Background: an optimization exercise with open tools, aiming at small area and a short achievable clock period. Do not read the settings as production practice.
In this exercise RTL edits were held to simulation tests only and were not proved equivalent to the original.
No activity file was given, so power comes from the tool's default toggle rates.

## csd_mult_bank
module csd_mult_bank (
    input  wire logic        clk,
    input  wire logic        rst_n,
    input  wire logic [15:0] x,
    input  wire logic        x_valid,
    output logic      [31:0] y0,
    output logic      [31:0] y1,
    output logic      [31:0] y2,
    output logic      [31:0] y3,
    output logic             y_valid
);
For scale: ~1100 cells after synthesis, ~150 flip-flops, about 10000 um^2 of cells after synthesis.
==> flow/config.mk <==
export PLATFORM = sky130hd
export DESIGN_NAME = csd_mult_bank
export DESIGN_NICKNAME = csd_mult_bank
export VERILOG_FILES = /design/flow/design.v
export SDC_FILE = /design/flow/constraint.sdc
export NUM_CORES = 4
export LEC_CHECK = 0
export CAP_MARGIN = 20
export CORE_MARGIN = 2
export CORE_UTILIZATION = 40
export CTS_BUF_LIST = sky130_fd_sc_hd__clkbuf_8
export SETUP_SLACK_MARGIN = 2.5
export SLEW_MARGIN = 20
==> flow/constraint.sdc <==
create_clock -name core_clock -period 5.0 [get_ports {clk}]
set_input_delay 1.0000 -clock core_clock [delete_from_list [all_inputs] [get_ports {clk}]]
set_output_delay 1.0000 -clock core_clock [all_outputs]
set_load 0.01 [all_outputs]
standard.sh (not shown) runs the stock make flow with config.mk's settings and CLKGATE_MAP_FILE= SYNTH_SCRIPT=/design/flow/synth_recipe.tcl, a recipe that flattens the netlist after the stock synthesis.
==> flow/flow/run.sh <==
#!/bin/bash
# The standard layout, with a small buffer (buf_2) on each port instead of the default
# port buffer cell. Each tool's output goes to its own log in this folder; ORFS keeps its
# per-step logs under orfs/logs.
set -euo pipefail
bash standard.sh 'BUFFER_PORTS_ARGS=-buffer_cell sky130_fd_sc_hd__buf_2' finish > make_finish.log 2>&1
Then changed:
==> flow/flow/run.sh (replaced) <==
#!/bin/bash
# The standard layout, with a small buffer (buf_2) on each port instead of the default
# port buffer cell, and power recovery (downsizing of cells off the critical paths) after
# global routing. Each tool's output goes to its own log in this folder; ORFS keeps its
# per-step logs under orfs/logs.
set -euo pipefail
bash standard.sh 'BUFFER_PORTS_ARGS=-buffer_cell sky130_fd_sc_hd__buf_2' 'RECOVER_POWER=100' finish > make_finish.log 2>&1
SETUP_SLACK_MARGIN = 2.4   (was 2.5)
TNS_END_PERCENT = 0   (was unset)
Result: Utilization falls by 7.4 points. Area after synthesis stays the same. Final cell count is lower by 4.2%. Wire length shrinks by 7.2%. Maximum frequency goes down by 18%. Cell area is lower by 14%.
Then changed:
==> flow/flow/run.sh (replaced) <==
#!/bin/bash
# The standard layout, with a small buffer (buf_2) on each port instead of the default
# port buffer cell. Each tool's output goes to its own log in this folder; ORFS keeps its
# per-step logs under orfs/logs.
set -euo pipefail
bash standard.sh 'BUFFER_PORTS_ARGS=-buffer_cell sky130_fd_sc_hd__buf_2' finish > make_finish.log 2>&1
SETUP_SLACK_MARGIN = 2.2   (was 2.4)
=>
- core utilization increases by 0.70 points
- total power increases slightly
- final area increases slightly
- cell count is about the same
- worst setup slack is better by 0.48 ns
- flip-flop and latch count stays the same

========
run A:
csd_mult_bank again, from the RTL that the note above started with.
==> flow/design.v (excerpt) <==
module csd_mult_bank (
    input  wire logic        clk,
    input  wire logic        rst_n,
    input  wire logic [15:0] x,
    input  wire logic        x_valid,
    output logic      [31:0] y0,
    output logic      [31:0] y1,
    output logic      [31:0] y2,
    output logic      [31:0] y3,
    output logic             y_valid
);
    logic [1:0] v;
    always_ff @(posedge clk) begin
        if (!rst_n) v <= '0;
        else        v <= {v[0:0], x_valid};
    end
    assign y_valid = v[1];
    logic [16:0] n1;
    logic [18:0] p5;
    logic [21:0] p63;
    logic [25:0] p0;
    logic [23:0] p1;
    logic [26:0] p2;
    logic [24:0] p3;
    wire n1_c1 = ~x[1] & ~x[0];
    wire n1_p2 = ~x[2] & ~x[1];
    wire n1_p3 = ~x[3] & ~x[2];
    wire n1_p4 = ~x[4] & ~x[3];
    wire n1_p5 = ~x[5] & ~x[4];
    wire n1_p6 = ~x[6] & ~x[5];
    wire n1_p7 = ~x[7] & ~x[6];
    wire n1_p8 = ~x[8] & ~x[7];
    wire n1_p9 = ~x[9] & ~x[8];
    wire n1_p10 = ~x[10] & ~x[9];
    wire n1_p11 = ~x[11] & ~x[10];
    wire n1_p12 = ~x[12] & ~x[11];
    wire n1_p13 = ~x[13] & ~x[12];
    wire n1_p14 = ~x[14] & ~x[13];
    wire n1_p15 = ~x[15] & ~x[14];
    wire n1_p16 = ~x[15] & ~x[15];
    wire n1_c17 = n1_p2 & ~x[0];
    wire n1_c18 = n1_p3 & n1_c1;
    wire n1_p19 = n1_p3 & ~x[1];
    wire n1_p20 = n1_p4 & n1_p2;
    wire n1_p21 = n1_p5 & n1_p3;
    wire n1_p22 = n1_p6 & n1_p4;
    wire n1_p23 = n1_p7 & n1_p5;
    wire n1_p24 = n1_p8 & n1_p6;
    wire n1_p25 = n1_p9 & n1_p7;
    wire n1_p26 = n1_p10 & n1_p8;
    wire n1_p27 = n1_p11 & n1_p9;
    wire n1_p28 = n1_p12 & n1_p10;
    wire n1_p29 = n1_p13 & n1_p11;
  ...
Settings: LEC_CHECK=0, CAP_MARGIN=20, CORE_MARGIN=2, CORE_UTILIZATION=40, CTS_BUF_LIST=sky130_fd_sc_hd__clkbuf_8, SETUP_SLACK_MARGIN=2.4, SLEW_MARGIN=20, TNS_END_PERCENT=0; clock period 5.0 ns.
==> flow/flow/run.sh <==
#!/bin/bash
# The standard layout, with a small buffer (buf_2) on each port instead of the default
# port buffer cell. Each tool's output goes to its own log in this folder; ORFS keeps its
# per-step logs under orfs/logs.
set -euo pipefail
bash standard.sh 'BUFFER_PORTS_ARGS=-buffer_cell sky130_fd_sc_hd__buf_2' 'SETUP_MOVE_SEQUENCE=unbuffer,sizeup,swap,buffer' finish > make_finish.log 2>&1
[inputs] run B vs run A
# run A
export LEC_CHECK = 0
export CAP_MARGIN = 20
export CORE_MARGIN = 2
export CORE_UTILIZATION = 40
export CTS_BUF_LIST = sky130_fd_sc_hd__clkbuf_8
export SETUP_SLACK_MARGIN = 2.4
export SLEW_MARGIN = 20
export TNS_END_PERCENT = 0
create_clock -name core_clock -period 5.0 [get_ports {clk}]
# run B
export LEC_CHECK = 0
export CAP_MARGIN = 20
export CORE_MARGIN = 2
export CORE_UTILIZATION = 40
export CTS_BUF_LIST = sky130_fd_sc_hd__clkbuf_8
export SETUP_SLACK_MARGIN = 1.8
export SLEW_MARGIN = 20
create_clock -name core_clock -period 5.0 [get_ports {clk}]
==> flow/flow/run.sh <==
#!/bin/bash
# The standard layout, with a small buffer (buf_2) on each port instead of the default
# port buffer cell. Each tool's output goes to its own log in this folder; ORFS keeps its
# per-step logs under orfs/logs.
set -euo pipefail
bash standard.sh 'BUFFER_PORTS_ARGS=-buffer_cell sky130_fd_sc_hd__buf_2' finish > make_finish.log 2>&1
[summary]
No run among run A and run B stopped early or left any final violation; all are clean. Reported for run A and run B, post-synthesis mux area share turned out identical to the last digit. From run A to run B the numbers moved as follows: global-route met1 utilization went down by 1.4 points; part of the power in combinational logic went down; final period demand of the worst path rose by 0.40 ns; number of tap cells inserted closely matched the old numbers.
#### Input delta (run C over run B)
# run B
export LEC_CHECK = 0
export CAP_MARGIN = 20
export CORE_MARGIN = 2
export CORE_UTILIZATION = 40
export CTS_BUF_LIST = sky130_fd_sc_hd__clkbuf_8
export SETUP_SLACK_MARGIN = 1.8
export SLEW_MARGIN = 20
create_clock -name core_clock -period 5.0 [get_ports {clk}]
# run C
export LEC_CHECK = 0
export CAP_MARGIN = 20
export CORE_MARGIN = 2
export CORE_UTILIZATION = 40
export CTS_BUF_LIST = sky130_fd_sc_hd__clkbuf_8
export PLACE_DENSITY = 0.8
export SETUP_SLACK_MARGIN = 2.4
export SLEW_MARGIN = 20
export TNS_END_PERCENT = 0
create_clock -name core_clock -period 5.0 [get_ports {clk}]
Results
Looking at post-cts resize count across run B and run C, the one that comes out higher is run C. Compared with run B, run C is the more power-hungry design. Run C has more setup slack than run B.
Relative to run C, the following input files were edited for run D:
# run C
export LEC_CHECK = 0
export CAP_MARGIN = 20
export CORE_MARGIN = 2
export CORE_UTILIZATION = 40
export CTS_BUF_LIST = sky130_fd_sc_hd__clkbuf_8
export PLACE_DENSITY = 0.8
export SETUP_SLACK_MARGIN = 2.4
export SLEW_MARGIN = 20
export TNS_END_PERCENT = 0
create_clock -name core_clock -period 5.0 [get_ports {clk}]
# run D
export LEC_CHECK = 0
export CAP_MARGIN = 20
export CORE_MARGIN = 2
export CORE_UTILIZATION = 40
export CTS_BUF_LIST = sky130_fd_sc_hd__clkbuf_8
export CTS_CLUSTER_SIZE = 40
export SETUP_SLACK_MARGIN = 2.4
export SLEW_MARGIN = 20
export TNS_END_PERCENT = 0
create_clock -name core_clock -period 5.0 [get_ports {clk}]
[summary]
- Part of the power in the clock network up 0.9 points in run D wrt run C
- The worst setup slack in run D sits 0.032 ns above the value recorded for run C.
- sky130_fd_sc_hd__fa_1 as the highest-delay cell along the critical path was reported by run C, and sky130_fd_sc_hd__dfxtp_4 by run D.
- Total stage count of the critical path in run D vs run C: up 3
- Cmp run D vs run C: post-detailed-routing wire length lower in run D
- Run D vs run C: area of all placed cells without fillers up slightly
- Via density per instance of run D falls short of that of run C by a few percent.
What run E does differently from run D at the input level:
# run D
export LEC_CHECK = 0
export CAP_MARGIN = 20
export CORE_MARGIN = 2
export CORE_UTILIZATION = 40
export CTS_BUF_LIST = sky130_fd_sc_hd__clkbuf_8
export CTS_CLUSTER_SIZE = 40
export SETUP_SLACK_MARGIN = 2.4
export SLEW_MARGIN = 20
export TNS_END_PERCENT = 0
create_clock -name core_clock -period 5.0 [get_ports {clk}]
# run E
export LEC_CHECK = 0
export CAP_MARGIN = 20
export CORE_MARGIN = 2
export CORE_UTILIZATION = 40
export CTS_BUF_LIST = sky130_fd_sc_hd__clkbuf_8
export SETUP_SLACK_MARGIN = 2.4
export SLEW_MARGIN = 20
export TNS_END_PERCENT = 0
create_clock -name core_clock -period 5.0 [get_ports {clk}]
==> flow/flow/run.sh <==
#!/bin/bash
# The standard layout, with a small buffer (buf_1) on each port instead of the default
# port buffer cell. Each tool's output goes to its own log in this folder; ORFS keeps its
# per-step logs under orfs/logs.
set -euo pipefail
bash standard.sh 'BUFFER_PORTS_ARGS=-buffer_cell sky130_fd_sc_hd__buf_1' finish > make_finish.log 2>&1
Findings:
- The capturing instance or port of the critical path comes out p3[22]$_DFF_P_ in one run and p2[22]$_DFF_P_ in the other, namely in run D and run E respectively.
- Between run D and run E, combined flip-flop and latch cell area is lower for run E, run D comes in above that.
- Sort run D and run E by total number of vias, ascending, and run D comes first.
- | clock buffer count | run E vs run D | 1 higher |
- Diff run D and run E: final worst-path setup slack lower in run E
- Taking run D as the reference, in run E share of the synthesized area in compound gates (AO/OA/AOI/OAI) roughly the same, flip-flop and latch count roughly the same, post-placement setup slack lower, shortest clock period the worst path allows after layout higher, maximum VDD drop higher.

what the ideal ports hide:
Ports are ideal in the flow. The routed layouts listed here were re-timed in OpenROAD.
Step 1 (the two cells are an assumption about what drives the block):
set clk [get_ports {clk}]
set_driving_cell -lib_cell sky130_fd_sc_hd__clkbuf_16 $clk
set_driving_cell -lib_cell sky130_fd_sc_hd__buf_2 [delete_from_list [all_inputs] $clk]
Step 2 times the ports against the registers' clock, not the clock port: input delays grow and output delays shrink by t, the midpoint of the rising clock arrivals with the driver on.
Slacks: no drivers / after step 1 / after step 2; pairs: no drivers / after step 1.
run | shift t [ns] | setup WS [ns] | worst hold slack (ns) | clock arrival spread, ns
the first run of note 1 | 0.497 | 2.331 / 2.331 / 2.090 | 0.407 / 0.407 / 0.407 | 0.019 / 0.019
the second run of note 1 | 0.500 | 1.753 / 1.753 / 1.477 | 0.441 / 0.441 / 0.441 | 0.014 / 0.014
the third run of note 1 | 0.496 | 2.230 / 2.230 / 1.818 | 0.427 / 0.427 / 0.427 | 0.016 / 0.016
run A | 0.504 | 2.351 / 2.351 / 1.911 | 0.415 / 0.415 / 0.415 | 0.014 / 0.014
run B | 0.497 | 1.952 / 1.952 / 1.715 | 0.429 / 0.429 / 0.429 | 0.015 / 0.015
run C | 0.499 | 2.304 / 2.304 / 1.929 | 0.417 / 0.417 / 0.417 | 0.020 / 0.020
run D | 0.512 | 2.337 / 2.337 / 1.919 | 0.416 / 0.416 / 0.416 | 0.015 / 0.015
run E | 0.504 | 2.317 / 2.317 / 1.902 | 0.421 / 0.421 / 0.421 | 0.014 / 0.015
After both steps every run listed still meets setup and hold. The setup slack of run A, which loses most, moves by 0.000 ns with the drivers and by -0.440 ns with both steps.
